What follows belongs to an exercise in optimizing a design on an open flow for small area; a production flow would make more cautious choices. No functional check of the RTL was part of any run shown here. Power figures rest on the tool's default switching activity, not on a simulated workload.

==> flow/design.v <==
package rxTxPkg;
   typedef struct packed {
      logic [7:0]            marker;
      logic [7:0]            channel;
      logic [15:0]           seqNum;
      logic [7:0]            length;       
      logic [55:0]           reserved;
      logic [32-1:0] seed;
   } pktHeader_t;
   typedef union packed {
      pktHeader_t                 header;
      logic [3:0][32-1:0] sample;    
   } pktWord_u;
endpackage
`timescale 1ns/1ns
module rxTxCore (
   input  logic                  lcbClk,
   input  logic                  reset,
   input  logic [16-1:0] lcbAddress,
   input  logic [32-1:0] lcbDataIn,
   input  logic                  lcbWrite,
   input  logic                  lcbRead,
   input  logic                  lcbCoreSelect,
   output logic [32-1:0] lcbDataOut,
   output logic                  lcbAck,
   input  logic                  trigIn,
   input  logic                  c2sFifoFull,
   output logic [128-1:0] c2sData,
   output logic                  c2sWrite
);
   localparam int NC = 4;
   logic       strobe, wrAcc, rdAcc, chanHit, globId, globScr;
   logic [1:0] aCh;
   logic [3:0] aOff;
   assign strobe  = lcbCoreSelect & (lcbWrite | lcbRead);
   assign wrAcc   = lcbCoreSelect & lcbWrite;
   assign rdAcc   = lcbCoreSelect & lcbRead;
   assign chanHit = (lcbAddress[15:12] == 4'h1);
   assign globId  = (lcbAddress == 16'h0000);
   assign globScr = (lcbAddress == 16'h0004);
   assign aCh     = lcbAddress[9:8];
   assign aOff    = lcbAddress[3:0];
   logic       selId, selScr, selCtrl, selLen;
   logic [3:0] selSeed, selCnt;    
   logic [1:0] selCh;
   logic [32-1:0] scratch;
   logic                  scrValid;    
   always_ff @(posedge lcbClk or posedge reset)
   begin
      if (reset)
      begin
         lcbAck   <= 1'b0;
         scrValid <= 1'b0;
      end
      else
      begin
         lcbAck <= strobe;
         if (wrAcc && globScr)
            scrValid <= 1'b1;
      end
   end
   always_ff @(posedge lcbClk)
   begin
      if (wrAcc && globScr)
         scratch <= lcbDataIn;
   end
   always_ff @(posedge lcbClk)
   begin
      selId   <= rdAcc & globId;
      selScr  <= rdAcc & globScr;
      selCtrl <= rdAcc & chanHit & (aOff == 4'h0);
      selLen  <= rdAcc & chanHit & (aOff == 4'h4);
      for (int i = 0; i < 4; i++)
      begin
         selSeed[i] <= rdAcc & chanHit & (aOff == 4'h8) & (aCh == 2'(i));
         selCnt[i]  <= rdAcc & chanHit & (aOff == 4'hC) & (aCh == 2'(i));
      end
      selCh   <= aCh;
   end
   logic [NC-1:0]                 enable;
   logic [NC-1:0][3:0]            lenReg;
   logic [NC-1:0][32-1:0] seedReg;
   logic [NC-1:0][32-1:0] pktCount;
   logic [NC-1:0]                 busy;
   logic [NC-1:0][3:0]            capLen;
   logic [NC-1:0][32-1:0] capSeed;
   logic [NC-1:0]                 seedValid;
   logic [NC-1:0]                 cntValid;
   logic [NC-1:0]                 capValid;
   logic [NC-1:0]                 start;
   logic [NC-1:0]                 done;      
   logic       locked;
   logic [1:0] lastCh;       
   logic       hdrOut;       
   logic [3:0] wordOut;      
   logic       pending;      
   logic [32-1:0] curCount;
   assign pending  = c2sWrite & ~locked;
   assign curCount = cntValid[lastCh] ? pktCount[lastCh] : '0;
   for (genvar i = 0; i < NC; i++)
   begin : genChan
      logic wsel;
      assign wsel     = wrAcc & chanHit & (aCh == 2'(i));
      assign start[i] = trigIn & enable[i] & ~busy[i];
      always_ff @(posedge lcbClk or posedge reset)
      begin
         if (reset)
         begin
            enable[i]   <= 1'b0;
            lenReg[i]   <= 4'd1;
            seedValid[i] <= 1'b0;
            cntValid[i]  <= 1'b0;
            busy[i]      <= 1'b0;
         end
         else
         begin
            if (wsel && aOff == 4'h0) enable[i]  <= lcbDataIn[0];
            if (wsel && aOff == 4'h4)  lenReg[i]  <= lcbDataIn[3:0];
            if (wsel && aOff == 4'h8) seedValid[i] <= 1'b1;
            if (pending && lastCh == 2'(i))  cntValid[i]  <= 1'b1;
            if (start[i])
               busy[i] <= 1'b1;
            else if (done[i])
               busy[i] <= 1'b0;
         end
      end
      always_ff @(posedge lcbClk)
      begin
         if (wsel && aOff == 4'h8) seedReg[i]  <= lcbDataIn;
         if (pending && lastCh == 2'(i))  pktCount[i] <= curCount + 32'd1;
         if (start[i])
         begin
            capLen[i]   <= lenReg[i];
            capSeed[i]  <= seedReg[i];
            capValid[i] <= seedValid[i];
         end
      end
   end
   logic [1:0] pickIdx, cand, curIdx;
   logic       pickValid, grant, lastWord;
   logic [3:0] ownLen;
   always_comb
   begin
      pickIdx   = lastCh;
      pickValid = 1'b0;
      for (int k = NC; k > 0; k--)
      begin
         cand = lastCh + 2'(k);
         if (busy[cand])
         begin
            pickIdx   = cand;
            pickValid = 1'b1;
         end
      end
   end
   assign ownLen   = capLen[lastCh];
   assign curIdx   = locked ? lastCh : pickIdx;
   assign grant    = (locked | pickValid) & ~c2sFifoFull;
   assign lastWord = locked ? (hdrOut ? (ownLen == 4'd1) : (wordOut + 4'd2 == ownLen))
                            : (capLen[pickIdx] == 4'd0);
   assign done     = (grant & lastWord) ? (NC'(1) << curIdx) : '0;
   always_ff @(posedge lcbClk or posedge reset)
   begin
      if (reset)
      begin
         locked   <= 1'b0;
         lastCh   <= '0;
         c2sWrite <= 1'b0;
      end
      else
      begin
         c2sWrite <= grant;
         if (grant)
         begin
            locked <= ~lastWord;
            lastCh <= curIdx;
         end
      end
   end
   always_ff @(posedge lcbClk)
   begin
      if (grant)
      begin
         hdrOut  <= ~locked;
         wordOut <= (locked & ~hdrOut) ? wordOut + 4'd1 : 4'd0;
      end
   end
   logic [32-1:0] seedSel;
   logic [1:0]            lo;
   logic [25:0]           hi, hiInc;
   logic [4:0]            mid0, mid1;
   logic [3:0][32-1:0] smp;
   assign seedSel = capValid[lastCh] ? capSeed[lastCh] : '0;
   assign lo      = seedSel[1:0];
   assign hi      = seedSel[31:6];
   assign hiInc   = hi + 26'd1;
   assign mid0    = {1'b0, seedSel[5:2]} + {1'b0, wordOut};
   assign mid1    = {1'b0, seedSel[5:2]} + {1'b0, wordOut} + 5'd1;
   always_comb
   begin
      for (int k = 0; k < 4; k++)
      begin
         logic [2:0] l;
         logic [4:0] m;
         l = {1'b0, lo} + 3'(k);
         m = l[2] ? mid1 : mid0;
         smp[k] = {m[4] ? hiInc : hi, m[3:0], l[1:0]};
      end
   end
   assign c2sData = {hdrOut ? 96'd0 : {smp[3], smp[2], smp[1]}, smp[0]}
                  | (hdrOut ? {8'hA5, 6'd0, lastCh, curCount[15:0], 4'd0, ownLen, 56'd0, 32'd0} : '0);
   always_comb
   begin
      lcbDataOut = '0;
      if (selId)   lcbDataOut = lcbDataOut | 32'h52580001;
      if (selScr && scrValid) lcbDataOut = lcbDataOut | scratch;
      if (selCtrl) lcbDataOut = lcbDataOut | {31'd0, enable[selCh]};
      if (selLen)  lcbDataOut = lcbDataOut | {28'd0, lenReg[selCh]};
      for (int i = 0; i < NC; i++)
      begin
         lcbDataOut = lcbDataOut | ({32{selSeed[i] & seedValid[i]}} & seedReg[i]);
         lcbDataOut = lcbDataOut | ({32{selCnt[i] & cntValid[i]}} & pktCount[i]);
      end
   end
endmodule
==> flow/run.sh <==
#!/bin/bash
# synth_recipe.tcl (not shown) runs the flow's synth.tcl, then flattens the netlist and writes it again
# the make line also repeats each setting of config.mk as NAME=value (left out here)
make -C /OpenROAD-flow-scripts/flow DESIGN_CONFIG=/design/flow/config.mk WORK_HOME=/design/flow/orfs CLKGATE_MAP_FILE= SYNTH_SCRIPT=/design/flow/synth_recipe.tcl finish
==> flow/config.mk <==
export PLATFORM = sky130hd
export DESIGN_NAME = rxTxCore
export DESIGN_NICKNAME = rxTxCore
export VERILOG_FILES = /design/flow/design.v
export SDC_FILE = /design/flow/constraint.sdc
export NUM_CORES = 4
export LEC_CHECK = 0
export CAP_MARGIN = 20
export CORE_MARGIN = 2
export CORE_UTILIZATION = 40
export SLEW_MARGIN = 20
==> flow/constraint.sdc <==
create_clock -name core_clock -period 6.0 [get_ports {lcbClk}]
set_input_delay 1.2000 -clock core_clock [delete_from_list [all_inputs] [get_ports {lcbClk}]]
set_output_delay 1.2000 -clock core_clock [all_outputs]
set_load 0.01 [all_outputs]
==> results of run 1 <==
-- path summary, 6_finish.rpt --
| kind | endpoint | slack, ns | start | depth (start not counted) |
|---|---|---|---|---|
| worst max-delay path | c2sData[89] | 0.07 | lastCh[0]$_DFFE_PP0P_ | 14 |
| worst min-delay path | capSeed[72]$_DFFE_PP_ | 0.45 | seedReg[72]$_DFFE_PP_ | 0 |
| worst max register to register | pktCount[124]$_DFFE_PP_ | 1.55 | lastCh[0]$_DFFE_PP0P_ | 11 |
| worst min register to register | capSeed[72]$_DFFE_PP_ | 0.45 | seedReg[72]$_DFFE_PP_ | 0 |
| max in group asynchronous | lastCh[0]$_DFFE_PP0P_ | 4.50 | reset | 3 |
| min in group asynchronous | locked$_DFFE_PP0P_ | 1.07 | reset | 3 |
-- placed cells by master, fill, tap and decap left out, drive strengths merged, types with 12 or more instances in the layout --
master and instances:
a21oi 58, a221o 19, a221oi 26, a222oi 25
a22o 26, a22oi 36, a31oi 12, and2 35
buf 62, clkbuf 65, clkdlybuf4s50 173, clkinv 21
dfrtp 34, dfxtp 14, dlygate4sd2 18, dlymetal6s2s 21
edfxtp 441, ha 15, inv 22, mux2 32
mux2i 44, mux4 73, nand2 143, nand3 74
nand4 36, nor2 133, nor3 25, nor4 12
o21ai 29, or2 13, or3 15, xnor2 43
xor2 31
-- logic make-up after synthesis --
| family | after synthesis | share of synthesized area (%) |
|---|---|---|
| AND/OR/NAND/NOR | 538 | 11.66 |
| flip-flops | 493 | 62.59 |
| AO/OA/AOI/OAI | 265 | 8.568 |
| multiplexers | 149 | 10.65 |
| buffers and inverters | 126 | 2.764 |
| XOR/XNOR | 72 | 2.872 |
| adder cells (fa/ha/maj) | 16 | 0.8979 |
-- state kept, by name, summed over array words and instances (netlist names), 2 cells and up --
name       count
capSeed      128
pktCount     128
seedReg      128
scratch       32
capLen        16
lenReg        16
busy           4
capValid       4
cntValid       4
enable         4
seedValid      4
selCnt         4
selSeed        4
wordOut        4
lastCh         2
selCh          2
-- final cells by class --
class,instances,share of cell area [%]
inverter,21,0.2822
clock buffer,62,4.564
sequential,493,51.85
tap,765,3.426
timing repair buffer,278,9.813
multi-input combinational,1042,29.39
clock inverter,26,0.6673
-- layer usage --
metal | share of wire [%] | vias up | track usage [%]
met5 | 0.018 | - | 0
met4 | 2.9 | 2 | 7.299
met3 | 7.1 | 131 | 3.194
met2 | 49 | 802 | 41.52
met1 | 41 | 8133 | 31.94
li1 | - | 6945 | -
-- worst register-to-register path: stages (launching register included) --
cell     delay (ns)
dfrtp_4        0.45
buf_4          0.14
buf_12         0.37
mux4_2         0.75
nand2_1        0.41
inv_1          0.14
ha_1           0.22
nand3_1        0.21
nor4_4         0.75
nand4_1        0.36
xor2_1         0.23
nor2_1         0.21
-- per-stage QoR --
| stage | utilization (%) | hold WS [ns] | TNS [ns] | setup slack, ns | instances |
|---|---|---|---|---|---|
| floorplan | - | 0.4252 | 0 | 0.2198 | 1659 |
| global placement | 45.52 | 0.4335 | 0 | 0.3065 | 2581 |
| detailed placement | 45.52 | 0.4353 | 0 | 0.1759 | 2581 |
| CTS | 48.32 | 0.4458 | 0 | 0.002707 | 2678 |
| global route | 48.61 | 0.4583 | -0.6491 | -0.1412 | 2687 |
| finish | 48.61 | 0.4474 | 0 | 0.06972 | 2687 |
-- power by group --
group | total (mW) | internal [mW] | switching (mW)
Sequential | 4.16 | 4.06 | 0.0966
Combinational | 4.20 | 1.71 | 2.49
Clock | 2.84 | 1.59 | 1.25
Total | 11.2 | 7.36 | 3.84
-- timing repair --
action,in CTS,in global routing
pin swaps,6,4
resized for setup,33,38
endpoints found under the setup margin,42,55
gates cloned,2,0
buffers inserted,7,9
==> results_dict.tcl, run 1 <==
set metrics [dict create \
    p_leak_nw 9.604 \
    slew_viol_final 0 \
    die_area_um2 59770 \
    required_ns 4.80 \
    synth_warnings 1 \
    layout.area.seq_um2 14490 \
    area_delta_synth_final_pct 20.77 \
    initial_core_util_pct 40.25 \
    synth_ff_type "edfxtp_1" \
    worstSetupPathType "flip-flop to primary output" \
    post-synth-top-area-fraction_pct 57.25 \
    cts_made_buffers 48 \
    io_pins 217 \
    ant_nets 0 \
    synth_top_cell_by_area "edfxtp_1" \
    period_share_pct 98.84 \
    multiInputGateArea_um2 8212 \
    wl_um 73130 \
    crit_arrival_ns 4.73 \
    yosysSeqAreaShare_pct 62.59 \
    vias 16013 \
    synthArstFlopShare_pct 7.708 \
    grt_pass1_wl_um 106900 \
    grt_pass1_vias 15989 \
    design_area_um2 27940 \
    cts_tree "yes" \
    startpoint_type "flip-flop" \
    layout_min_cycle_time_ns 5.930 \
    synth_edf_count 441 \
    cap_violations 0 \
    avgRoutedWirePerCell_um 27.22 \
    synth_most_common_cell "edfxtp_1" \
    syn_avg_cell_area_um2 13.94 \
    place_congestion 0.9062 \
    critPathTopFamily "buffers and inverters" \
    hold_buffers 0 \
    clock_latency_ns 0.57 \
    netlist_top_cells_count "edfxtp_1 (441), nand2_1 (143), nor2_1 (133)" \
    final.fill_count 4989 \
    crit_path_frequent_cell "inv_1" \
    h-tree-depth 2 \
    irDropWorstVdd_mv 0.2459 \
    vias_per_cell 5.959 \
    coreArea_um2 57480 \
    cp_cell_sequence "mux4_2 -> and2_1 -> ha_1 -> inv_1 -> fa_1 -> inv_1 -> ha_2 -> nand2_1 -> or4b_4 -> xnor2_2 -> buf_6 -> nand4_1 -> a31oi_2 -> clkdlybuf4s50_1" \
    die_height_um 244.5 \
    cp_slowest_cell "clkdlybuf4s50_1" \
    critPathMaxFanout 11 \
    worst-path-buf-inv 4 \
    hold_class "flip-flop to flip-flop" \
    synth_area_um2 23130 \
    firstDrtPassIters 9 \
    nNetsFinal 1955 \
    maxSlewHeadroom_pct 20.15 \
    rows 88 \
    cts_root_buf "clkbuf_16" \
    rsz0062_at_grt "yes" \
    dpl_cell_area_um2 26170 \
    power.density_nw_per_um2 401.0 \
    synth.distinct_cells 80 \
    n_antenna_cell 0 \
    drcViolationCount 0 \
    path_clk_slew_ns 0.06 \
    antenna_found_initial 2 \
    drive_above_1_share_pct 15.30 \
    status "timing/DRC/antenna clean" \
    synthTopCellsByArea "edfxtp_1 (57%), mux4_2 (6.6%), dfrtp_1 (3.7%), nand2_1 (2.3%), nor2_1 (2.2%)" \
    end_kind "primary output" \
    drt_iter0_drc 1407 \
    hold_viol 0 \
    chipWidth_um 244.5 \
    clock_path_buffers 3 \
    setup_viol 0 \
    grt_max_degree 67 \
    slowest_delay_ns 0.57 \
    total_power_mw 11.20 \
    cts_sinks 493 \
    synth_cells 1659 \
    grt-ovfl-total 0 \
    dp_hpwl_um 48460 \
    clock.fmax_ghz 0.1686 \
    track_usage_pct 24.15 \
    port-buffer-count 216 \
    tightest_slew_ns 1.198 \
    skew_ns 0.01402 \
    ys_ff_latch 493 \
]
==> run 2, diff against run 1 <==
--- a/flow/config.mk
+++ b/flow/config.mk
@@ -10,2 +10,3 @@
 export CORE_UTILIZATION = 40
+export CTS_BUF_LIST = sky130_fd_sc_hd__clkbuf_4
 export SLEW_MARGIN = 20
==> results_dict.tcl, run 2 <==
set metrics [dict create \
    cap_violations 0 \
    hold_viol 0 \
    min_from "seedReg[60]$_DFFE_PP_" \
    vias_per_cell 5.860 \
    synth_ff_type "edfxtp_1" \
    grt_pass1_vias 16639 \
    worstSetupStartpoint "lastCh[0]$_DFFE_PP0P_" \
    required_ns 4.80 \
    pwr-share-clk_pct 24.3 \
    ys_ff_latch 493 \
    most-common-layout-cells "edfxtp_1 (441), clkbuf_4 (180), nand2_1 (142)" \
    place_congestion 0.9062 \
    ant_nets 0 \
    syn_avg_cell_area_um2 13.94 \
    synth_most_common_cell "edfxtp_1" \
    startpoint_type "flip-flop" \
    worstSetupPathType "flip-flop to primary output" \
    crit_arrival_ns 4.73 \
    irDropWorstVdd_mv 0.2204 \
    setup_viol 0 \
    synth_area_um2 23130 \
    drive_above_1_share_pct 21.84 \
    io_pins 217 \
    cts_root_buf "clkbuf_4" \
    r2r_start "lastCh[0]$_DFFE_PP0P_" \
    drt_iter0_drc 1480 \
    dp.cells 2581 \
    post-synth-top-area-fraction_pct 57.25 \
    r2r_cells 11 \
    wl_um 74680 \
    area_delta_synth_final_pct 21.92 \
    die_height_um 244.5 \
    cts_sinks 493 \
    path_clk_slew_ns 0.07 \
    end_kind "primary output" \
    avgRoutedWirePerCell_um 26.42 \
    final_util_pct 49.07 \
    synth_edf_count 441 \
    synth.distinct_cells 80 \
    final.fill_count 5059 \
    p_sw_mw 3.962 \
    hold_class "flip-flop to flip-flop" \
    synth_top_cell_by_area "edfxtp_1" \
    nNetsFinal 2036 \
    initial_core_util_pct 40.25 \
    grt-ovfl-total 0 \
    reg_top3 "capSeed: 128 flops, pktCount: 128 flops, seedReg: 128 flops" \
    mostFrequentLayoutCell "edfxtp_1" \
    firstDrtPassIters 8 \
    chipWidth_um 244.5 \
    synth_cells 1659 \
    track_usage_pct 24.55 \
    sequentialPowerShare_pct 37.0 \
    yosysSeqAreaShare_pct 62.59 \
    clock_latency_ns 0.85 \
    drcViolationCount 0 \
    grt_max_degree 67 \
    cts_tree "yes" \
    p_sw_share_pct 35.28 \
    synth_warnings 1 \
    synthTopCellsByArea "edfxtp_1 (57%), mux4_2 (6.6%), dfrtp_1 (3.7%), nand2_1 (2.3%), nor2_1 (2.2%)" \
    period_share_pct 98.80 \
    power.density_nw_per_um2 398.1 \
    total_power_mw 11.23 \
    die_area_um2 59770 \
    rows 88 \
    clock.fmax_ghz 0.1687 \
    vias 16567 \
    rsz0062_at_grt "yes" \
    port-buffer-count 216 \
    layout_min_cycle_time_ns 5.928 \
    comb_power_share_pct 38.6 \
    tightest_slew_ns 1.144 \
    netlist_top_cells_count "edfxtp_1 (441), nand2_1 (143), nor2_1 (133)" \
    grt_pass1_wl_um 108100 \
    critPathMaxFanout 29 \
    cts_made_buffers 117 \
    slew_viol_final 0 \
    coreArea_um2 57480 \
    status "timing/DRC/antenna clean" \
    maxSlewHeadroom_pct 23.76 \
    dp_hpwl_um 48460 \
    synthArstFlopShare_pct 7.708 \
    h-tree-depth 3 \
    whs_path_depth 0 \
    clock_path_buffers 3 \
    internal_power_mw 7.266 \
    antenna_found_initial 3 \
    finalSetupTns_ns 0 \
    skew_ns 0.07462 \
    final_cells 2827 \
    p_leak_nw 9.945 \
]
[run 2: cell types whose count changed in the layout (fill, tap and decap cells not counted), moves of 4 or more]
cell	previous run	this run
buf_2	0	7
clkbuf_1	13	0
clkbuf_16	49	1
clkbuf_4	0	180
clkdlybuf4s50_1	173	140
clkinv_1	15	29
dlygate4sd2_1	18	45
dlymetal6s2s_1	21	17
inv_2	1	5
xnor2_4	3	7
[run 2: final timing paths]
kind                                      endpoint  slack, ns
max                                    c2sData[90]       0.07
min                          capSeed[60]$_DFFE_PP_       0.41
max reg2reg                 pktCount[60]$_DFFE_PP_       1.60
min reg2reg                  capSeed[60]$_DFFE_PP_       0.41
max in group asynchronous    lenReg[8]$_DFFE_PP1P_       4.75
min in group asynchronous  cntValid[2]$_DFFE_PP0P_       0.83
[run 2: cells by family (layout without fill, tap and decap cells)]
logic type	after synthesis	after routing	share of synthesized area, %
fa+ha+maj	16	16	0.8979
xor+xnor	72	75	2.872
simple gates	538	538	11.66
other cells	0	2	0
flops	493	493	62.59
compound gates	265	265	8.568
buf+inv	126	524	2.764
mux	149	149	10.65
[run 2: final cells by class]
type | instances | area [um2] | area share, %
well taps | 765 | 957.2 | 3.394
diodes | 2 | 5.005 | 0.01775
multi-input cells | 1043 | 8324 | 29.52
clock buffers | 179 | 1344 | 4.765
flip-flops and latches | 493 | 14490 | 51.37
clock inverters | 35 | 196.4 | 0.6965
inverters | 21 | 78.83 | 0.2795
repair buffers | 289 | 2810 | 9.965
[run 2: power groups by stage]
stage          registers, mW  clock network [mW]  logic [mW]
2_1_floorplan           4.18                   0        2.49
3_3_place_gp            4.22                   0        4.05
3_5_place_dp            4.23                   0        4.09
4_1_cts                 4.15                2.78        4.23
5_1_grt                 4.17                2.95        4.63
6_report                4.16                2.73        4.34
[run 2: worst max-delay path, stage by stage (launching register included)]
cell and delay, ns:
dfrtp_4 0.46, mux4_2 0.54, and2_4 0.19, ha_4 0.15, inv_2 0.05, fa_1 0.46, inv_2 0.11, ha_4 0.14
nand2_4 0.05, or4b_4 0.54, xnor2_2 0.21, buf_12 0.22, a22oi_1 0.10, nand3_1 0.17, clkdlybuf4s50_1 0.55
[run 2: routing by layer]
| layer | part of all wire [%] | vias to the layer above | global-route usage, % |
|---|---|---|---|
| li1 | - | 7218 | - |
| met1 | 40 | 8331 | 31.45 |
| met2 | 49 | 878 | 42.09 |
| met3 | 8.1 | 138 | 4.214 |
| met4 | 2.8 | 2 | 8.555 |
| met5 | 0.017 | - | 0 |
[run 2: repair_timing]
action                                  4_1_cts  5_1_grt
hold endpoints to repair                      0        0
hold buffers                                  0        0
pin swaps                                     9        8
gates resized for setup                     119       42
buffers inserted                             23        3
gates cloned                                  4        1
endpoints found under the setup margin       92       60
[run 2: per-stage QoR]
| step | area, um2 | hold slack (ns) | setup slack [ns] |
|---|---|---|---|
| after floorplan | 23130 | 0.4252 | 0.2198 |
| after global placement | 26170 | 0.4335 | 0.3065 |
| after detailed placement | 26170 | 0.4353 | 0.1759 |
| after CTS | 28060 | 0.4110 | -0.005828 |
| after global routing | 28200 | 0.4251 | -0.1237 |
| final | 28200 | 0.4066 | 0.07177 |
==> run 3, diff against run 2 <==
--- a/flow/config.mk
+++ b/flow/config.mk
@@ -10,3 +10,3 @@
 export CORE_UTILIZATION = 40
-export CTS_BUF_LIST = sky130_fd_sc_hd__clkbuf_4
+export CTS_BUF_LIST = sky130_fd_sc_hd__clkbuf_2 sky130_fd_sc_hd__clkbuf_4 sky130_fd_sc_hd__clkbuf_8
 export SLEW_MARGIN = 20
==> results_dict.tcl, run 3 <==
set metrics [dict create \
    maxSlewHeadroom_pct 25.33 \
    skew_ns 0.03459 \
    synth_area_um2 23130 \
    busiest_layer "met2" \
    hold_viol 0 \
    synth_most_common_cell "edfxtp_1" \
    grt_util_met2_pct 41.78 \
    hold_buffers 0 \
    layout_min_cycle_time_ns 5.878 \
    yosysSeqAreaShare_pct 62.59 \
    cts_root_buf "clkbuf_8" \
    grt_pass1_wl_um 107300 \
    io_pins 217 \
    synth_xor_area_share_pct 2.872 \
    initial_core_util_pct 40.25 \
    clock_latency_ns 0.63 \
    cp_slowest_cell "clkdlybuf4s50_1" \
    avgRoutedWirePerCell_um 27.06 \
    grt-ovfl-total 0 \
    synth_warnings 1 \
    cp_cell_sequence "mux4_2 -> and2_1 -> ha_1 -> inv_1 -> fa_2 -> inv_2 -> ha_4 -> nand2_1 -> or4_4 -> xnor2_2 -> buf_12 -> o21ai_0 -> a31oi_1 -> clkdlybuf4s50_1" \
    synth_compound_area_share_pct 8.568 \
    h-tree-depth 3 \
    ant_nets 0 \
    synth_top_family_by_area "simple AND/OR/NAND/NOR gates" \
    use_met1_pct 31.73 \
    crit_arrival_ns 4.68 \
    final_util_pct 48.74 \
    synth_cells 1659 \
    pwr-share-clk_pct 24.3 \
    hold_class "flip-flop to flip-flop" \
    rows 88 \
    finalSetupTns_ns 0 \
    netlist_top_cells_count "edfxtp_1 (441), nand2_1 (143), nor2_1 (133)" \
    clock.fmax_ghz 0.1701 \
    clock_path_buffers 3 \
    port-buffer-count 216 \
    worst_slack_ns 0.1220 \
    min_from "seedReg[99]$_DFFE_PP_" \
    ys_ff_latch 493 \
    total_power_mw 11.11 \
    worst-path-buf-inv 4 \
    required_ns 4.80 \
    met3_usage_pct 4.104 \
    synth_mux_area_share_pct 10.65 \
    irDropWorstVdd_mv 0.2731 \
    p_leak_nw 9.715 \
    setup_viol 0 \
    path_clk_slew_ns 0.06 \
    drcViolationCount 0 \
    rsz0062_at_grt "yes" \
    slowest_delay_ns 0.59 \
    cts_sinks 493 \
    firstDrtPassIters 6 \
    die_area_um2 59770 \
    area_delta_synth_final_pct 21.11 \
    dp_slack_ns 0.1759 \
    vias 16195 \
    reg_top3 "capSeed: 128 flops, pktCount: 128 flops, seedReg: 128 flops" \
    power.density_nw_per_um2 396.4 \
    mostFrequentLayoutCell "edfxtp_1" \
    drt_iter0_drc 1529 \
    slew_viol_final 0 \
    cap_violations 0 \
    track_usage_pct 24.36 \
    status "timing/DRC/antenna clean" \
    worstSetupStartpoint "lastCh[0]$_DFFE_PP0P_" \
    sequentialPowerShare_pct 37.5 \
    p_sw_share_pct 34.94 \
    worstSetupPathType "flip-flop to primary output" \
    synth.distinct_cells 80 \
    antenna_found_initial 3 \
    synth_ff_type "edfxtp_1" \
    period_share_pct 97.97 \
    critPathTopFamily "buffers and inverters" \
    end_kind "primary output" \
    dp.cells 2581 \
    synth_edf_count 441 \
    synthSimpleGateAreaFrac_pct 11.66 \
    grt_max_degree 67 \
    most-common-layout-cells "edfxtp_1 (441), clkdlybuf4s50_1 (160), nand2_1 (143)" \
    wl_um 74020 \
    nNetsFinal 1986 \
    r2r_start "lastCh[0]$_DFFE_PP0P_" \
    synthTopCellsByArea "edfxtp_1 (57%), mux4_2 (6.6%), dfrtp_1 (3.7%), nand2_1 (2.3%), nor2_1 (2.2%)" \
    syn_avg_cell_area_um2 13.94 \
    die_height_um 244.5 \
    final_cells 2735 \
    place_congestion 0.9062 \
    cts_tree "yes" \
    dpl_cell_area_um2 26170 \
    startpoint_type "flip-flop" \
    hold_slack_ns 0.4395 \
    chipWidth_um 244.5 \
    dp_hpwl_um 48460 \
    vias_per_cell 5.921 \
    p_sw_mw 3.881 \
    cts_made_buffers 76 \
    internal_power_mw 7.225 \
    design_area_um2 28010 \
    tightest_slew_ns 1.120 \
    drive_above_1_share_pct 17.62 \
    synth_top_cell_by_area "edfxtp_1" \
    grt_pass1_vias 16181 \
    coreArea_um2 57480 \
    post-synth-top-area-fraction_pct 57.25 \
    synthAdderAreaFrac_pct 0.8979 \
    comb_power_share_pct 38.2 \
    critPathMaxFanout 25 \
    synthArstFlopShare_pct 7.708 \
]
-- run 3: layout make-up --
| cell class | instances | area (um2) |
|---|---|---|
| Fill cell | 5038 | 29460 |
| Antenna cell | 1 | 2.502 |
| Clock inverter | 33 | 197.7 |
| Tap cell | 765 | 957.2 |
| Inverter | 21 | 78.83 |
| Clock buffer | 99 | 1237 |
| Multi-Input combinational cell | 1043 | 8258 |
| Timing Repair Buffer | 280 | 2796 |
| Sequential cell | 493 | 14490 |
-- run 3: routing by layer --
| metal | routed length [um] | vias to the layer above |
|---|---|---|
| met1 | 30180 | 8228 |
| met4 | 2188 | 2 |
| li1 | - | 7013 |
| met5 | 13 | - |
| met2 | 36080 | 804 |
| met3 | 5549 | 148 |
-- run 3: worst paths after layout --
kind	slack [ns]	cells past startpoint	end
max	0.12	14	c2sData[110]
min	0.44	0	capSeed[99]$_DFFE_PP_
max reg2reg	1.52	11	pktCount[60]$_DFFE_PP_
min reg2reg	0.44	0	capSeed[99]$_DFFE_PP_
max in group asynchronous	4.59	3	lastCh[1]$_DFFE_PP0P_
min in group asynchronous	1.01	3	busy[1]$_DFFE_PP0P_
-- run 3: what timing repair did --
item	4_1_cts	5_1_grt
pin swaps	6	5
resized for setup	54	35
cloned	2	2
buffers inserted	9	8
setup endpoints to repair	66	63
-- run 3: power groups by stage --
stage | combinational (mW) | clock, mW | sequential [mW]
6_report | 4.25 | 2.70 | 4.16
3_5_place_dp | 4.09 | 0 | 4.23
4_1_cts | 4.15 | 2.74 | 4.16
5_1_grt | 4.55 | 2.88 | 4.17
3_3_place_gp | 4.05 | 0 | 4.22
2_1_floorplan | 2.49 | 0 | 4.18
-- run 3: worst reg2reg max path: stages (launching register included) --
cell and delay (ns):
dfrtp_4 0.45, buf_4 0.14, buf_12 0.37, mux4_2 0.76, nand2_1 0.41, inv_1 0.14
ha_1 0.22, nand3_1 0.21, nor4_4 0.80, nand4_1 0.37, xor2_1 0.24, nor2_1 0.22
-- run 3: cell families (layout without fill, tap and decap cells) --
| kind of cell | after synthesis | count (layout) |
|---|---|---|
| AO/OA/AOI/OAI | 265 | 265 |
| XOR/XNOR | 72 | 75 |
| adder cells (fa/ha/maj) | 16 | 16 |
| buffers and inverters | 126 | 433 |
| flip-flops | 493 | 493 |
| multiplexers | 149 | 149 |
| other | 0 | 1 |
| AND/OR/NAND/NOR | 538 | 538 |
==> run 4, diff against run 3 <==
--- a/flow/config.mk
+++ b/flow/config.mk
@@ -10,3 +10,4 @@
 export CORE_UTILIZATION = 40
-export CTS_BUF_LIST = sky130_fd_sc_hd__clkbuf_2 sky130_fd_sc_hd__clkbuf_4 sky130_fd_sc_hd__clkbuf_8
+export CTS_CLUSTER_DIAMETER = 100
+export CTS_CLUSTER_SIZE = 30
 export SLEW_MARGIN = 20
==> results_dict.tcl, run 4 <==
set metrics [dict create \
    path_clk_slew_ns 0.11 \
    rsz0062_at_grt "yes" \
    maxSlewHeadroom_pct 20.19 \
    cp_slowest_cell "or4b_4" \
    dp_hpwl_um 48460 \
    tightest_slew_ns 1.197 \
    mostFrequentLayoutCell "edfxtp_1" \
    hold_viol 0 \
    grt-ovfl-total 0 \
    cts_tree "yes" \
    synthArstFlopShare_pct 7.708 \
    place_congestion 0.9062 \
    layout_min_cycle_time_ns 5.908 \
    end_kind "primary output" \
    worstSetupStartpoint "lastCh[0]$_DFFE_PP0P_" \
    track_usage_pct 23.83 \
    hold_class "flip-flop to flip-flop" \
    dpl_cell_area_um2 26170 \
    synth_warnings 1 \
    critPathMaxFanout 13 \
    chipWidth_um 244.5 \
    final_util_pct 47.17 \
    ant_nets 0 \
    clock.fmax_ghz 0.1693 \
    reg_top3 "capSeed: 128 flops, pktCount: 128 flops, seedReg: 128 flops" \
    io_pins 217 \
    avgRoutedWirePerCell_um 27.70 \
    cap_violations 0 \
    status "timing/DRC/antenna clean" \
    p_leak_nw 9.379 \
    antenna_found_initial 2 \
    rows 88 \
    design_area_um2 27110 \
    grt_pass1_vias 15759 \
    h-tree-depth 1 \
    synth_edf_count 441 \
    clock_latency_ns 0.56 \
    cp_cell_sequence "mux4_2 -> and2_1 -> ha_1 -> inv_1 -> fa_2 -> inv_1 -> ha_2 -> nand2_1 -> or4b_4 -> buf_4 -> xnor2_4 -> or3_1 -> a21oi_1 -> dlygate4sd2_1" \
    synth_most_common_cell "edfxtp_1" \
    nNetsFinal 1928 \
    vias_per_cell 5.986 \
    grt_max_degree 67 \
    r2r_start "lastCh[0]$_DFFE_PP0P_" \
    r2r_cells 11 \
    drive_above_1_share_pct 14.44 \
    synth_ff_type "edfxtp_1" \
    dp.cells 2581 \
    power.density_nw_per_um2 369.6 \
    port-buffer-count 216 \
    most-common-layout-cells "edfxtp_1 (441), clkdlybuf4s50_1 (155), nand2_1 (143)" \
    startpoint_type "flip-flop" \
    cts_root_buf "clkbuf_16" \
    slowest_delay_ns 0.64 \
    min_from "seedReg[60]$_DFFE_PP_" \
    worstSetupPathType "flip-flop to primary output" \
    cts_sinks 493 \
    slew_viol_final 0 \
    die_height_um 244.5 \
    synth_area_um2 23130 \
    whs_path_depth 0 \
    synthTopCellsByArea "edfxtp_1 (57%), mux4_2 (6.6%), dfrtp_1 (3.7%), nand2_1 (2.3%), nor2_1 (2.2%)" \
    crit_path_frequent_cell "inv_1" \
    irDropWorstVdd_mv 0.2295 \
    netlist_top_cells_count "edfxtp_1 (441), nand2_1 (143), nor2_1 (133)" \
    die_area_um2 59770 \
    grt_pass1_wl_um 105700 \
    post-synth-top-area-fraction_pct 57.25 \
    vias 15731 \
    crit_arrival_ns 4.71 \
    firstDrtPassIters 7 \
    initial_core_util_pct 40.25 \
    period_share_pct 98.47 \
    ys_ff_latch 493 \
    clock_path_buffers 3 \
    required_ns 4.80 \
    cts_made_buffers 20 \
    setup_viol 0 \
    skew_ns 0.01861 \
    syn_avg_cell_area_um2 13.94 \
    synth_cells 1659 \
    n_antenna_cell 0 \
    finalSetupTns_ns 0 \
    synth_top_cell_by_area "edfxtp_1" \
    wl_um 72800 \
    synth.distinct_cells 80 \
    yosysSeqAreaShare_pct 62.59 \
    drcViolationCount 0 \
    area_delta_synth_final_pct 17.19 \
    final_cells 2628 \
    coreArea_um2 57480 \
    drt_iter0_drc 1479 \
]
-- run 4: cell counts after synthesis --
Identical to the previous run, type by type.
-- run 4: report_power, final --
part	internal (mW)	switching (mW)	leakage (nW)
logic	1.71	2.50	4.48
clock network	0.651	1.01	0.276
registers	4.06	0.0962	4.62
total	6.41	3.61	9.38
-- run 4: kinds of logic (layout without fill, tap and decap cells) --
logic type | after synthesis | in the layout | share of synthesized area [%]
xor gates and xnor gates | 72 | 74 | 2.872
and+or+nand+nor | 538 | 538 | 11.66
muxes | 149 | 149 | 10.65
AOI/OAI and AO/OA | 265 | 265 | 8.568
buffers and inverters | 126 | 328 | 2.764
DFF | 493 | 493 | 62.59
adders and majority gates | 16 | 16 | 0.8979
-- run 4: what timing repair did --
item | CTS | global route
pin swaps | 2 | 4
resized for setup | 40 | 74
hold buffers | 0 | 0
endpoints found under the setup margin | 45 | 48
cloned | 2 | 1
setup buffers | 5 | 11
-- run 4: worst paths after layout --
kind	endpoint	slack, ns
max	c2sData[49]	0.09
min	capSeed[60]$_DFFE_PP_	0.45
max reg2reg	pktCount[92]$_DFFE_PP_	1.53
min reg2reg	capSeed[60]$_DFFE_PP_	0.45
max in group asynchronous	lastCh[0]$_DFFE_PP0P_	4.54
min in group asynchronous	locked$_DFFE_PP0P_	1.06
-- run 4: per-layer routing --
| layer | vias to the layer above | part of all wire, % | GRT usage [%] |
|---|---|---|---|
| met5 | - | 0.018 | 0 |
| met1 | 7988 | 41 | 31.79 |
| met2 | 766 | 49 | 41.25 |
| met3 | 120 | 7.2 | 2.831 |
| li1 | 6855 | - | - |
| met4 | 2 | 3.0 | 6.402 |
-- run 4: final cells by class --
cell class / instances / area, um2
clock inverters: 3 / 25.02
inverters: 21 / 78.83
multi-input cells: 1042 / 8257
clock buffers: 25 / 540.5
flip-flops and latches: 493 / 14490
fillers: 5046 / 30370
well taps: 765 / 957.2
repair buffers: 279 / 2764
-- run 4: worst max-delay path: cells and delay by family (launching register included) --
kind	cells	cell delay, ns
buffers and inverters	4	0.68
AO/OA/AOI/OAI	1	0.14
AND/OR/NAND/NOR	4	1.25
adder cells (fa/ha/maj)	3	0.86
flip-flops	1	0.47
multiplexers	1	0.52
XOR/XNOR	1	0.23
-- run 4: stage by stage --
stage	hold WS [ns]	power, mW	setup slack [ns]
after CTS	0.4561	9.967	0.0002580
after global routing	0.4657	10.47	-0.05526
after floorplan	0.4252	6.666	0.2198
after detailed placement	0.4353	8.319	0.1759
after global placement	0.4335	8.274	0.3065
final	0.4527	10.02	0.09167
==> run 5, diff against run 4 <==
--- a/flow/config.mk
+++ b/flow/config.mk
@@ -9,3 +9,3 @@
 export CORE_MARGIN = 2
-export CORE_UTILIZATION = 40
+export CORE_UTILIZATION = 65
 export CTS_CLUSTER_DIAMETER = 100
==> results_dict.tcl, run 5 <==
set metrics [dict create \
    crit_arrival_ns 4.67 \
    tightest_slew_ns 1.117 \
    netlist_top_cells_count "edfxtp_1 (441), nand2_1 (143), nor2_1 (133)" \
    power.density_nw_per_um2 370.4 \
    required_ns 4.80 \
    startpoint_type "flip-flop" \
    grt_pass1_vias 15593 \
    path_clk_slew_ns 0.12 \
    endpoint "c2sData[112]" \
    grt_pass1_wl_um 97010 \
    synth_most_common_cell "edfxtp_1" \
    synth_area_um2 23130 \
    wl_um 66590 \
    finalSetupTns_ns 0 \
    final.fill_count 2257 \
    synth_warnings 1 \
    critPathMaxFanout 4 \
    end_kind "primary output" \
    most-common-layout-cells "edfxtp_1 (441), clkdlybuf4s50_1 (146), nand2_1 (143)" \
    mostFrequentLayoutCell "edfxtp_1" \
    worstSetupStartpoint "lastCh[0]$_DFFE_PP0P_" \
    setup_viol 0 \
    cts_tree "yes" \
    synth_ff_type "edfxtp_1" \
    die_area_um2 37110 \
    worst_slack_ns 0.1313 \
    dp_hpwl_um 43460 \
    cts_made_buffers 20 \
    clock.fmax_ghz 0.1704 \
    design_area_um2 26640 \
    h-tree-depth 1 \
    r2r_start "lastCh[0]$_DFFE_PP0P_" \
    nNetsFinal 1930 \
    syn_avg_cell_area_um2 13.94 \
    antenna_found_initial 0 \
    multiInputGateArea_um2 8158 \
    yosysSeqAreaShare_pct 62.59 \
    ys_ff_latch 493 \
    p_leak_nw 9.419 \
    avgRoutedWirePerCell_um 28.62 \
    synthArstFlopShare_pct 7.708 \
    vias_per_cell 6.942 \
    rsz0062_at_grt "yes" \
    grt-ovfl-total 0 \
    firstDrtPassIters 6 \
    synth_cells 1659 \
    clock_path_buffers 3 \
    period_share_pct 97.81 \
    cp_slowest_cell "or4_4" \
    worstSetupPathType "flip-flop to primary output" \
    chipWidth_um 192.6 \
    port-buffer-count 216 \
    drt_iter0_drc 2320 \
    place_congestion 0.9159 \
    initial_core_util_pct 65.51 \
    skew_ns 0.02362 \
    track_usage_pct 36.02 \
    maxSlewHeadroom_pct 25.37 \
    area_delta_synth_final_pct 15.14 \
    cap_violations 0 \
    dpl_cell_area_um2 25810 \
    synthTopCellsByArea "edfxtp_1 (57%), mux4_2 (6.6%), dfrtp_1 (3.7%), nand2_1 (2.3%), nor2_1 (2.2%)" \
    slew_viol_final 0 \
    vias 16154 \
    irDropWorstVdd_mv 0.3419 \
    synth_top_cell_by_area "edfxtp_1" \
    slowest_delay_ns 0.55 \
    n_antenna_cell 0 \
    drcViolationCount 0 \
    reg_top3 "capSeed: 128 flops, pktCount: 128 flops, seedReg: 128 flops" \
    drive_above_1_share_pct 13.67 \
    grt_max_degree 67 \
    hold_buffers 0 \
    rrSetupSlack_ns 1.82 \
    synth_edf_count 441 \
    dp_slack_ns 0.1466 \
    io_pins 217 \
    ant_nets 0 \
    die_height_um 192.6 \
    reg2reg_to "pktCount[118]$_DFFE_PP_" \
    final_util_pct 75.43 \
    hold_viol 0 \
    layout_min_cycle_time_ns 5.869 \
    cp_cell_sequence "mux4_2 -> and2_1 -> ha_1 -> inv_1 -> fa_1 -> inv_2 -> ha_2 -> nand2_1 -> or4_4 -> buf_4 -> xnor2_2 -> or4_1 -> o221ai_1 -> clkdlybuf4s15_1" \
    cts_sinks 493 \
    cts_root_buf "clkbuf_16" \
    rows 69 \
    coreArea_um2 35310 \
    synth.distinct_cells 80 \
    hold_class "flip-flop to flip-flop" \
    clock_latency_ns 0.56 \
    post-synth-top-area-fraction_pct 57.25 \
    layout.area.seq_um2 14490 \
    r2r_cells 11 \
    status "timing/DRC/antenna clean" \
]
[run 5: repair_timing]
action                     in CTS  in global routing
setup endpoints to repair      67                 51
gates resized for setup        50                 54
buffers inserted                1                  9
gates cloned                    2                  0
pin swaps                       2                  5
[run 5: logic make-up (layout without fill, tap and decap cells)]
group	Yosys count	in the layout	share of synthesized area, %
and+or+nand+nor	538	538	11.66
DFF	493	493	62.59
AOI/OAI and AO/OA	265	265	8.568
muxes	149	149	10.65
buffers and inverters	126	332	2.764
xor gates and xnor gates	72	73	2.872
adders and majority gates	16	16	0.8979
[run 5: power by group]
part           switching, mW  internal, mW
Sequential            0.0920          4.06
Combinational           2.44          1.65
Clock                  0.971         0.655
[run 5: critical path: cells and delay by family, from the launching register on]
kind | cells | cell delay (ns)
xor+xnor | 1 | 0.16
compound gates | 1 | 0.09
buf+inv | 4 | 0.65
fa+ha+maj | 3 | 0.86
flops | 1 | 0.46
simple gates | 4 | 1.36
mux | 1 | 0.54
[run 5: how the worst min path moves through the flow]
stage,startpoint,endpoint,slack (ns),cells after the start
3_3_place_gp,seedReg[28]$_DFFE_PP_,capSeed[28]$_DFFE_PP_,0.43,0
6_report,seedReg[88]$_DFFE_PP_,capSeed[88]$_DFFE_PP_,0.45,0
5_1_grt,seedReg[88]$_DFFE_PP_,capSeed[88]$_DFFE_PP_,0.45,0
3_5_place_dp,seedReg[88]$_DFFE_PP_,capSeed[88]$_DFFE_PP_,0.44,0
4_1_cts,seedReg[88]$_DFFE_PP_,capSeed[88]$_DFFE_PP_,0.44,0
2_1_floorplan,seedReg[16]$_DFFE_PP_,capSeed[16]$_DFFE_PP_,0.43,0
[run 5: through the flow]
step	instances	hold WS [ns]	power, mW
floorplan	1659	0.4252	6.666
global placement	2286	0.4291	8.136
detailed placement	2286	0.4351	8.214
CTS	2318	0.4417	9.789
global route	2327	0.4528	10.28
finish	2327	0.4468	9.867
[run 5: final cells by class]
cell class	instances	area share, %
Inverter	21	0.2959
Sequential cell	493	54.39
Clock buffer	27	2.058
Timing Repair Buffer	282	10.37
Clock inverter	2	0.09395
Multi-Input combinational cell	1041	30.63
Tap cell	461	2.166
[run 5: per-layer routing]
| metal | routed length (um) | GRT usage (%) |
|---|---|---|
| met1 | 24970 | 49.94 |
| met4 | 2390 | 12.98 |
| met2 | 31390 | 57.54 |
| met3 | 7833 | 7.092 |
| met5 | 0 | 0 |
==> run 6, diff against run 5 <==
--- a/flow/design.v
+++ b/flow/design.v
@@ -204,8 +204,12 @@
          logic [4:0] m;
-         l = {1'b0, lo} + 3'(k);
-         m = l[2] ? mid1 : mid0;
-         smp[k] = {m[4] ? hiInc : hi, m[3:0], l[1:0]};
-      end
-   end
-   assign c2sData = {hdrOut ? 96'd0 : {smp[3], smp[2], smp[1]}, smp[0]}
+         logic       keep, useInc, useSeed;
+         l       = {1'b0, lo} + 3'(k);
+         m       = l[2] ? mid1 : mid0;
+         keep    = (k == 0) | ~hdrOut;
+         useInc  = keep & m[4];
+         useSeed = keep & ~m[4];
+         smp[k]  = {({26{useInc}} & hiInc) | ({26{useSeed}} & hi), {4{keep}} & m[3:0], {2{keep}} & l[1:0]};
+      end
+   end
+   assign c2sData = {smp[3], smp[2], smp[1], smp[0]}
                   | (hdrOut ? {8'hA5, 6'd0, lastCh, curCount[15:0], 4'd0, ownLen, 56'd0, 32'd0} : '0);
==> flow/flow/run.sh (new file) <==
#!/bin/bash
set -euo pipefail
export BUFFER_PORTS_ARGS="-buffer_cell sky130_fd_sc_hd__buf_1"
export CTS_ARGS="-sink_clustering_enable -repair_clock_nets -dont_use_dummy_load"
bash standard.sh > standard_flow.log 2>&1
==> flow/standard.sh (new file) <==
#!/bin/bash
# synth_recipe.tcl (not shown) runs the flow's synth.tcl, then flattens the netlist and writes it again
# the make line also repeats each setting of config.mk as NAME=value (left out here)
make -C /OpenROAD-flow-scripts/flow DESIGN_CONFIG=/design/flow/config.mk WORK_HOME=/design/flow/orfs CLKGATE_MAP_FILE= SYNTH_SCRIPT=/design/flow/synth_recipe.tcl "${@:-finish}"
--- a/flow/config.mk
+++ b/flow/config.mk
@@ -9,5 +9,3 @@
 export CORE_MARGIN = 2
-export CORE_UTILIZATION = 65
-export CTS_CLUSTER_DIAMETER = 100
-export CTS_CLUSTER_SIZE = 30
+export CORE_UTILIZATION = 40
 export SLEW_MARGIN = 20
removed: flow/run.sh
==> results_dict.tcl, run 6 <==
set metrics [dict create \
    cts_root_buf "clkbuf_16" \
    hold_viol 0 \
    grt_max_degree 72 \
    layout.area.seq_um2 14490 \
    ant_nets 0 \
    io_pins 217 \
    slowest_delay_ns 0.58 \
    post-synth-top-area-fraction_pct 58.33 \
    dp.cells 2518 \
    synth_area_um2 22700 \
    maxUsedRoutingLayer "met5" \
    cp_cell_sequence "mux4_2 -> and2_1 -> ha_1 -> inv_1 -> fa_1 -> inv_1 -> ha_2 -> nand4b_1 -> mux2i_4 -> o21ai_2 -> xnor2_2 -> buf_6 -> nor2_1 -> xor2_1 -> o21ai_0 -> buf_1" \
    synthArstFlopShare_pct 7.708 \
    setup_viol 0 \
    tightest_slew_ns 1.085 \
    rrSetupSlack_ns 1.69 \
    drcViolationCount 0 \
    cap_violations 0 \
    clock_path_buffers 3 \
    reg_top3 "capSeed: 128 flops, pktCount: 128 flops, seedReg: 128 flops" \
    maxSlewHeadroom_pct 27.65 \
    endpoint "c2sData[88]" \
    port-buffer-count 216 \
    end_kind "primary output" \
    syn_avg_cell_area_um2 14.23 \
    path_clk_slew_ns 0.06 \
    vias 15090 \
    rsz0062_at_grt "no" \
    synth_warnings 1 \
    p_leak_nw 8.462 \
    chipWidth_um 242.2 \
    cts_sinks 493 \
    antenna_found_initial 4 \
    synth.distinct_cells 75 \
    power.density_nw_per_um2 383.5 \
    place_congestion 0.9272 \
    mostFrequentLayoutCell "edfxtp_1" \
    rows 87 \
    required_ns 4.80 \
    grt_pass1_wl_um 98490 \
    grt-ovfl-total 0 \
    clock.fmax_ghz 0.1719 \
    coreArea_um2 56280 \
    final_cells 2570 \
    reg2reg_to "pktCount[90]$_DFFE_PP_" \
    worstSetupStartpoint "lastCh[0]$_DFFE_PP0P_" \
    synth_most_common_cell "edfxtp_1" \
    wl_met3_um 5819 \
    met2WireLength_um 32670 \
    area_delta_synth_final_pct 13.16 \
    wl_met1_um 28290 \
    die_area_um2 58680 \
    vias_per_cell 5.872 \
    avgRoutedWirePerCell_um 26.48 \
    synth_edf_count 441 \
    track_usage_pct 22.47 \
    synth_ff_type "edfxtp_1" \
    initial_core_util_pct 40.34 \
    worst-path-buf-inv 4 \
    cp.depth 16 \
    wl_um 68040 \
    netlist_top_cells_count "edfxtp_1 (441), nor2_1 (152), nand2_1 (142)" \
    synth_cells 1595 \
    clock_latency_ns 0.57 \
    ys_ff_latch 493 \
    die_height_um 242.2 \
    min_from "seedReg[105]$_DFFE_PP_" \
    worstSetupPathType "flip-flop to primary output" \
    drt_iter0_drc 1712 \
    drive_above_1_share_pct 12.53 \
    crit_arrival_ns 4.62 \
    critPathMaxFanout 15 \
    finalSetupTns_ns 0 \
    startpoint_type "flip-flop" \
    dp_hpwl_um 44990 \
    skew_ns 0.04747 \
    nNetsFinal 1885 \
    slew_viol_final 0 \
    status "timing/DRC/antenna clean" \
    firstDrtPassIters 6 \
    layout_min_cycle_time_ns 5.817 \
    r2r_cells 10 \
    r2r_start "lastCh[1]$_DFFE_PP0P_" \
    most-common-layout-cells "edfxtp_1 (441), buf_1 (216), nor2_1 (147)" \
    critPathTopFamily "adder cells" \
    period_share_pct 96.95 \
    grt_pass1_vias 14761 \
    synth_top_cell_by_area "edfxtp_1" \
    h-tree-depth 2 \
    final.fill_count 5003 \
    cp_slowest_cell "mux4_2" \
    yosysSeqAreaShare_pct 63.78 \
    irDropWorstVdd_mv 0.1976 \
    hold_buffers 0 \
    synthTopCellsByArea "edfxtp_1 (58%), mux4_2 (5.8%), dfrtp_1 (3.7%), xnor2_1 (2.6%), nor2_1 (2.5%)" \
    cts_tree "yes" \
    hold_class "flip-flop to flip-flop" \
    multiInputGateArea_um2 7805 \
    crit_path_frequent_cell "inv_1" \
    cts_made_buffers 46 \
]
==> run 6: changes by cell type after synthesis, moves of 15 or more <==
cell / before / now
xor2_1: 31 / 52
nand3_1: 73 / 44
nor2_1: 133 / 152
xnor2_1: 38 / 68
mux2i_1: 44 / 14
a21oi_1: 58 / 40
a22oi_1: 36 / 21
==> run 6: kinds of logic after synthesis <==
family,count (synthesis),share of synthesized area [%]
AND/OR/NAND/NOR,499,10.74
flip-flops,493,63.78
AO/OA/AOI/OAI,238,7.937
XOR/XNOR,121,4.701
buffers and inverters,116,2.453
multiplexers,112,9.480
adder cells (fa/ha/maj),16,0.9149
==> run 6: worst min path at each step <==
stage / end / slack [ns] / cells past startpoint
floorplan: capSeed[14]$_DFFE_PP_ / 0.43 / 0
global placement: capSeed[103]$_DFFE_PP_ / 0.43 / 0
detailed placement: capSeed[126]$_DFFE_PP_ / 0.43 / 0
global route: capSeed[9]$_DFFE_PP_ / 0.45 / 0
finish: capSeed[105]$_DFFE_PP_ / 0.45 / 0
CTS: capSeed[9]$_DFFE_PP_ / 0.45 / 0
==> run 6: timing repair <==
action | in CTS | in global routing
buffers inserted | 0 | 2
endpoints found under the setup margin | 27 | 51
cloned | 1 | 1
pin swaps | 1 | 1
gates resized for setup | 5 | 13
==> run 6: worst reg2reg max path, delay by kind of cell, from the launching register on <==
kind                     cells  cell delay [ns]
buffers and inverters        2             0.52
XOR/XNOR                     1             0.19
adder cells (fa/ha/maj)      1             0.24
AND/OR/NAND/NOR              5             1.62
flip-flops                   1             0.52
multiplexers                 1             0.94
==> run 6: per-layer routing <==
metal / vias up / GRT usage, %
met5: - / 0
met4: 6 / 4.630
met3: 90 / 3.910
met2: 774 / 37.44
met1: 7631 / 31.04
li1: 6589 / -
==> run 6: power breakdown <==
| group | switching [mW] | internal (mW) |
|---|---|---|
| logic | 2.14 | 1.10 |
| clock network | 1.14 | 1.34 |
| registers | 0.0818 | 4.04 |
==> run 6: stage by stage <==
| step | total power, mW | utilization (%) | worst slack, ns | instance area, um2 | hold WS, ns |
|---|---|---|---|---|---|
| after CTS | 9.789 | 45.46 | 0.02784 | 25580 | 0.4484 |
| after floorplan | 6.333 | - | 0.008300 | 22710 | 0.4252 |
| after global routing | 10.26 | 45.64 | 0.004489 | 25680 | 0.4498 |
| after global placement | 7.267 | 43.34 | 0.4212 | 24390 | 0.4289 |
| final | 9.851 | 45.65 | 0.1828 | 25690 | 0.4508 |
| after detailed placement | 7.324 | 43.34 | 0.2884 | 24390 | 0.4340 |
==> run 6: cell type report <==
type	count	area share [%]
inverter	26	0.3799
sequential	493	56.39
clock buffer	46	4.481
timing repair buffer	260	4.661
tap	756	3.682
antenna	2	0.01948
multi-input combinational	987	30.38
==> run 7, diff against run 6 <==
--- a/flow/design.v
+++ b/flow/design.v
@@ -95,2 +95,4 @@
    logic [3:0] wordOut;      
+   logic [3:0] carryOut;     
+   logic [3:0] carryNext;
    logic       pending;      
@@ -185,2 +187,3 @@
          wordOut <= (locked & ~hdrOut) ? wordOut + 4'd1 : 4'd0;
+         carryOut <= locked ? carryNext : 4'd0;
       end
@@ -190,3 +193,4 @@
    logic [25:0]           hi, hiInc;
-   logic [4:0]            mid0, mid1;
+   logic [3:0]            mid0, mid1;
+   logic [3:0]            nextWord;
    logic [3:0][32-1:0] smp;
@@ -196,4 +200,5 @@
    assign hiInc   = hi + 26'd1;
-   assign mid0    = {1'b0, seedSel[5:2]} + {1'b0, wordOut};
-   assign mid1    = {1'b0, seedSel[5:2]} + {1'b0, wordOut} + 5'd1;
+   assign mid0    = seedSel[5:2] + wordOut;
+   assign mid1    = seedSel[5:2] + wordOut + 4'd1;
+   assign nextWord = hdrOut ? 4'd0 : wordOut + 4'd1;
    always_comb
@@ -202,4 +207,13 @@
       begin
+         logic [6:0] t;
+         t = {1'b0, seedSel[5:0]} + {1'b0, nextWord, 2'b00} + 7'(k);
+         carryNext[k] = t[6];
+      end
+   end
+   always_comb
+   begin
+      for (int k = 0; k < 4; k++)
+      begin
          logic [2:0] l;
-         logic [4:0] m;
+         logic [3:0] m;
          logic       keep, useInc, useSeed;
@@ -208,4 +222,4 @@
          keep    = (k == 0) | ~hdrOut;
-         useInc  = keep & m[4];
-         useSeed = keep & ~m[4];
+         useInc  = keep & carryOut[k];
+         useSeed = keep & ~carryOut[k];
          smp[k]  = {({26{useInc}} & hiInc) | ({26{useSeed}} & hi), {4{keep}} & m[3:0], {2{keep}} & l[1:0]};
--- a/flow/config.mk
+++ b/flow/config.mk
@@ -9,3 +9,5 @@
 export CORE_MARGIN = 2
-export CORE_UTILIZATION = 40
+export CORE_UTILIZATION = 65
+export CTS_CLUSTER_DIAMETER = 100
+export CTS_CLUSTER_SIZE = 30
 export SLEW_MARGIN = 20
==> results_dict.tcl, run 7 <==
set metrics [dict create \
    dp_slack_ns 1.119 \
    rrSetupSlack_ns 1.46 \
    crit_arrival_ns 4.26 \
    cts_made_buffers 49 \
    reg2reg_to "pktCount[82]$_DFFE_PP_" \
    area_delta_synth_final_pct 10.67 \
    cap_violations 0 \
    io_pins 217 \
    grt-ovfl-total 0 \
    worst_slack_ns 0.5441 \
    r2r_start "lastCh[1]$_DFFE_PP0P_" \
    grt_max_degree 101 \
    path_clk_slew_ns 0.06 \
    synth_top_cell_by_area "edfxtp_1" \
    ant_nets 0 \
    hold_viol 0 \
    grt_pass1_vias 14990 \
    cts_sinks 497 \
    setup_viol 0 \
    cts_root_buf "clkbuf_16" \
    crit_path_frequent_cell "nor2_1" \
    status "timing/DRC/antenna clean" \
    initial_core_util_pct 66.20 \
    syn_avg_cell_area_um2 14.24 \
    synth_most_common_cell "edfxtp_1" \
    mostFrequentLayoutCell "edfxtp_1" \
    layout_min_cycle_time_ns 5.456 \
    critPathMaxFanout 27 \
    maxSlewHeadroom_pct 22.68 \
    slowest_delay_ns 0.66 \
    postCtsResizedCells 0 \
    power.density_nw_per_um2 379.6 \
    cp_cell_sequence "mux4_4 -> nand2_1 -> inv_1 -> ha_1 -> nand3_1 -> nor2_1 -> and3_1 -> nand4_1 -> xnor2_1 -> nor2_1 -> buf_1" \
    synth_edf_count 445 \
    grt_pass1_wl_um 95410 \
    startpoint_type "flip-flop" \
    wl_um 65260 \
    synth_cells 1610 \
    port-buffer-count 216 \
    skew_ns 0.04569 \
    ys_ff_latch 497 \
    clock.fmax_ghz 0.1833 \
    antenna_found_initial 1 \
    die_area_um2 36790 \
    netlist_top_cells_count "edfxtp_1 (445), nand2_1 (155), nor2_1 (144)" \
    hold_slack_ns 0.4235 \
    place_congestion 1.024 \
    required_ns 4.80 \
    avgRoutedWirePerCell_um 28.71 \
    worstSetupPathType "flip-flop to primary output" \
    synthTopCellsByArea "edfxtp_1 (58%), mux4_2 (5.4%), dfrtp_1 (3.7%), xnor2_1 (3.3%), nand2_1 (2.5%)" \
    post-synth-top-area-fraction_pct 58.29 \
    hold_buffers 0 \
    drcViolationCount 0 \
    worstSetupStartpoint "lastCh[0]$_DFFE_PP0P_" \
    postCtsSetupRepairBufs 0 \
    most-common-layout-cells "edfxtp_1 (445), buf_1 (216), nand2_1 (155)" \
    rsz0062_at_grt "no" \
    clock_latency_ns 0.57 \
    final_cells 2273 \
    synth_area_um2 22920 \
    h-tree-depth 2 \
    synth.distinct_cells 73 \
    track_usage_pct 36.03 \
    total_power_mw 9.630 \
    hold_path_end "capSeed[117]$_DFFE_PP_" \
    whs_path_depth 0 \
    drt_iter0_drc 2043 \
    drive_above_1_share_pct 12.00 \
    rows 68 \
    hold_class "flip-flop to flip-flop" \
    slew_viol_final 0 \
    synth_warnings 1 \
    min_from "seedReg[117]$_DFFE_PP_" \
    nNetsFinal 1894 \
    vias 15532 \
    period_share_pct 90.93 \
    clock_path_buffers 3 \
    reg_top3 "capSeed: 128 flops, pktCount: 128 flops, seedReg: 128 flops" \
    chipWidth_um 191.8 \
    coreArea_um2 34630 \
    synthArstFlopShare_pct 7.646 \
    cp_slowest_cell "dfrtp_4" \
    die_height_um 191.8 \
    yosysSeqAreaShare_pct 63.69 \
    finalSetupTns_ns 0 \
    end_kind "primary output" \
    r2r_cells 10 \
    dp_hpwl_um 42390 \
    vias_per_cell 6.833 \
    p_leak_nw 8.478 \
    dp.cells 2221 \
    cts_tree "yes" \
    tightest_slew_ns 1.160 \
    irDropWorstVdd_mv 0.2885 \
    firstDrtPassIters 6 \
    synth_ff_type "edfxtp_1" \
]
-- run 7: changes by cell type in the layout (fill, tap and decap cells not counted), moves of 8 or more --
cell,change
nand3_1,+14
inv_1,-8
xnor2_1,+21
nor3_1,-8
a22oi_1,+15
nand2_1,+13
nor2_1,-8
o21ai_0,-8
-- run 7: layer usage --
metal | up-vias | wire [um] | GRT usage [%] | part of all wire [%]
met1 | 7642 | 24670 | 50.45 | 38
met5 | - | 0 | 0 | 0
met2 | 1148 | 30600 | 57.87 | 47
met4 | 0 | 2539 | 13.55 | 3.9
met3 | 155 | 7456 | 5.774 | 11
li1 | 6587 | - | - | -
-- run 7: critical path, delay by kind of cell, from the launching register on --
kind,cells,cell delay (ns)
DFF,1,0.66
and+or+nand+nor,6,1.46
adders and majority gates,1,0.23
xor gates and xnor gates,1,0.43
buffers and inverters,2,0.27
muxes,1,0.63
-- run 7: worst max-delay path by stage --
| stage | slack, ns | cells after the start | end |
|---|---|---|---|
| global route | 0.24 | 11 | c2sData[116] |
| detailed placement | 1.12 | 11 | c2sData[60] |
| floorplan | 1.08 | 14 | c2sData[90] |
| finish | 0.54 | 11 | c2sData[116] |
| CTS | 0.54 | 11 | c2sData[60] |
| global placement | 1.19 | 10 | c2sData[100] |
-- run 7: cell families (layout without fill, tap and decap cells) --
logic type,after synthesis,after routing,synth area share [%]
simple gates,515,515,10.92
flops,497,497,63.69
compound gates,218,218,7.205
xor+xnor,136,136,5.196
buf+inv,115,322,2.609
mux,109,109,9.230
fa+ha+maj,20,20,1.157
other cells,0,1,0
-- run 7: metrics by stage --
stage,utilization (%),area [um2]
global placement,69.62,24110
detailed placement,69.62,24110
global route,73.25,25370
floorplan,-,22920
finish,73.26,25370
CTS,73.16,25340
-- run 7: cell type report --
class	count	area, um2
Sequential cell	497	14610
Fill cell	2287	9259
Inverter	19	71.32
Tap cell	455	569.3
Antenna cell	1	2.502
Multi-Input combinational cell	998	7782
Timing Repair Buffer	254	1111
Clock buffer	49	1226
-- run 7: power by group --
| group | switching, mW | internal [mW] |
|---|---|---|
| logic | 1.83 | 0.953 |
| clock network | 1.15 | 1.43 |
| registers | 0.202 | 4.07 |
==> run 8, diff against run 7 <==
--- a/flow/flow/run.sh
+++ b/flow/flow/run.sh
@@ -4,2 +4,4 @@
 export CTS_ARGS="-sink_clustering_enable -repair_clock_nets -dont_use_dummy_load"
+export REMOVE_ABC_BUFFERS=1
+export RECOVER_POWER=100
 bash standard.sh > standard_flow.log 2>&1
==> results_dict.tcl, run 8 <==
set metrics [dict create \
    status "finished with violations" \
    check.faults "max-capacitance violations, max-slew violations" \
    cap_violations 16 \
    internal_power_mw 6.383 \
    path_clk_slew_ns 0.06 \
    synthArstFlopShare_pct 7.646 \
    layout_min_cycle_time_ns 5.593 \
    finalSetupTns_ns 0 \
    slew_viol_final 441 \
    hold_buffers 0 \
    avgRoutedWirePerCell_um 27.42 \
    r2r_start "lastCh[1]$_DFFE_PP0P_" \
    track_usage_pct 34.47 \
    syn_avg_cell_area_um2 14.24 \
    hold_viol 0 \
    cts_made_buffers 47 \
    synth_edf_count 445 \
    startpoint_type "flip-flop" \
    io_pins 217 \
    synth_area_um2 22920 \
    drive_above_1_share_pct 9.372 \
    drt_iter0_drc 1723 \
    grt_max_degree 51 \
    die_height_um 191.8 \
    die_area_um2 36790 \
    total_power_mw 9.437 \
    coreArea_um2 34630 \
    critPathMaxFanout 43 \
    cts_tree "yes" \
    cts_sinks 497 \
    p_sw_mw 3.055 \
    r2r_cells 9 \
    antenna_found_initial 4 \
    dpl_cell_area_um2 24150 \
    postCtsResizedCells 0 \
    irDropWorstVdd_mv 0.4203 \
    sequentialPowerShare_pct 45.2 \
    tightest_slew_ns 3.079 \
    h-tree-depth 2 \
    grt-ovfl-total 0 \
    mostFrequentLayoutCell "edfxtp_1" \
    endpoint "c2sData[118]" \
    netlist_top_cells_count "edfxtp_1 (445), nand2_1 (155), nor2_1 (144)" \
    hold_class "flip-flop to flip-flop" \
    chipWidth_um 191.8 \
    synthTopCellsByArea "edfxtp_1 (58%), mux4_2 (5.4%), dfrtp_1 (3.7%), xnor2_1 (3.3%), nand2_1 (2.5%)" \
    synth_most_common_cell "edfxtp_1" \
    reg_top3 "capSeed: 128 flops, pktCount: 128 flops, seedReg: 128 flops" \
    vias_per_cell 6.671 \
    final_util_pct 72.64 \
    dp.cells 2222 \
    p_leak_nw 8.323 \
    most-common-layout-cells "edfxtp_1 (445), buf_1 (206), nand2_1 (156)" \
    required_ns 4.80 \
    post-synth-top-area-fraction_pct 58.29 \
    maxSlewHeadroom_pct -105.7 \
    skew_ns 0.02849 \
    vias 15150 \
    synth_ff_type "edfxtp_1" \
    drcViolationCount 0 \
    postCtsSetupRepairBufs 0 \
    nNetsFinal 1891 \
    design_area_um2 25160 \
    initial_core_util_pct 66.20 \
    synth.distinct_cells 73 \
    final_cells 2271 \
    synth_warnings 1 \
    final.fill_count 2357 \
    ant_nets 0 \
    power.density_nw_per_um2 375.2 \
    comb_power_share_pct 28.3 \
]
[run 8: cell types whose count changed in the layout (fill, tap and decap cells not counted), moves of 3 or more]
cell | before | now
and2_0 | 2 | 15
and2_1 | 25 | 14
buf_1 | 216 | 206
buf_4 | 36 | 16
clkbuf_1 | 0 | 29
dfstp_1 | 0 | 4
dfstp_2 | 4 | 0
nor2_1 | 139 | 143
nor2_4 | 5 | 2
nor3_1 | 17 | 20
[run 8: cells by family (layout without fill, tap and decap cells)]
logic type | after synthesis | after routing | synth area share, %
compound gates | 218 | 218 | 7.205
xor+xnor | 136 | 136 | 5.196
fa+ha+maj | 20 | 20 | 1.157
buf+inv | 115 | 319 | 2.609
flops | 497 | 497 | 63.69
mux | 109 | 109 | 9.230
other cells | 0 | 2 | 0
simple gates | 515 | 515 | 10.92
[run 8: routing by layer]
layer / up-vias / share of wire, % / wire [um] / track usage [%]
met5: - / 0.021 / 13 / 0
met4: 2 / 3.1 / 1902 / 10.95
met3: 123 / 13 / 7974 / 9.848
met2: 997 / 46 / 28870 / 54.28
met1: 7441 / 38 / 23500 / 47.06
li1: 6587 / - / - / -
[run 8: area by class of cell]
class	instances	area (um2)	share of cell area (%)
clock buffer	47	1176	4.675
sequential	497	14610	58.07
multi-input combinational	998	7685	30.55
timing repair buffer	253	1042	4.143
tap	455	569.3	2.263
antenna	2	5.005	0.01990
inverter	19	71.32	0.2835
[run 8: power groups by stage]
stage | Combinational (mW) | Sequential, mW | Clock, mW
4_1_cts | 2.67 | 4.26 | 2.51
3_5_place_dp | 2.66 | 4.33 | 0
6_report | 2.67 | 4.26 | 2.50
5_1_grt | 2.91 | 4.28 | 2.64
3_3_place_gp | 2.61 | 4.32 | 0
2_1_floorplan | 1.67 | 4.39 | 0
[run 8: worst max-delay path, cell delays in order, from the launching register on]
cell and delay (ns):
dfrtp_4 0.74, mux4_4 0.69, nand2_1 0.28, inv_1 0.12, ha_1 0.22, nand3_1 0.15
or4b_4 0.64, nor3_1 0.41, nand2_1 0.13, xnor2_1 0.17, nor2_1 0.09, buf_1 0.19
[run 8: per-stage QoR]
step                      setup slack (ns)  hold WS, ns
after floorplan                     -1.119       0.4252
after global placement               1.115       0.4288
after detailed placement            0.9841       0.4337
after CTS                           0.3995       0.4358
after global routing                0.1106       0.4491
final                               0.4073       0.4446
[run 8: how the worst min path moves through the flow]
stage	start	to	cells after the start	slack (ns)
floorplan	seedReg[112]$_DFFE_PP_	capSeed[112]$_DFFE_PP_	0	0.43
global placement	seedReg[12]$_DFFE_PP_	capSeed[12]$_DFFE_PP_	0	0.43
detailed placement	seedReg[94]$_DFFE_PP_	capSeed[94]$_DFFE_PP_	0	0.43
CTS	seedReg[89]$_DFFE_PP_	capSeed[89]$_DFFE_PP_	0	0.44
global route	seedReg[83]$_DFFE_PP_	capSeed[83]$_DFFE_PP_	0	0.45
finish	seedReg[83]$_DFFE_PP_	capSeed[83]$_DFFE_PP_	0	0.44

Check on run 8: ideal ports give 0.407 ns setup slack; a clkbuf_16 on the clock port and buf_2 on the inputs give 0.352 ns; moving port delays by the midpoint clock arrival (0.603 ns) as well gives 0.176 ns.
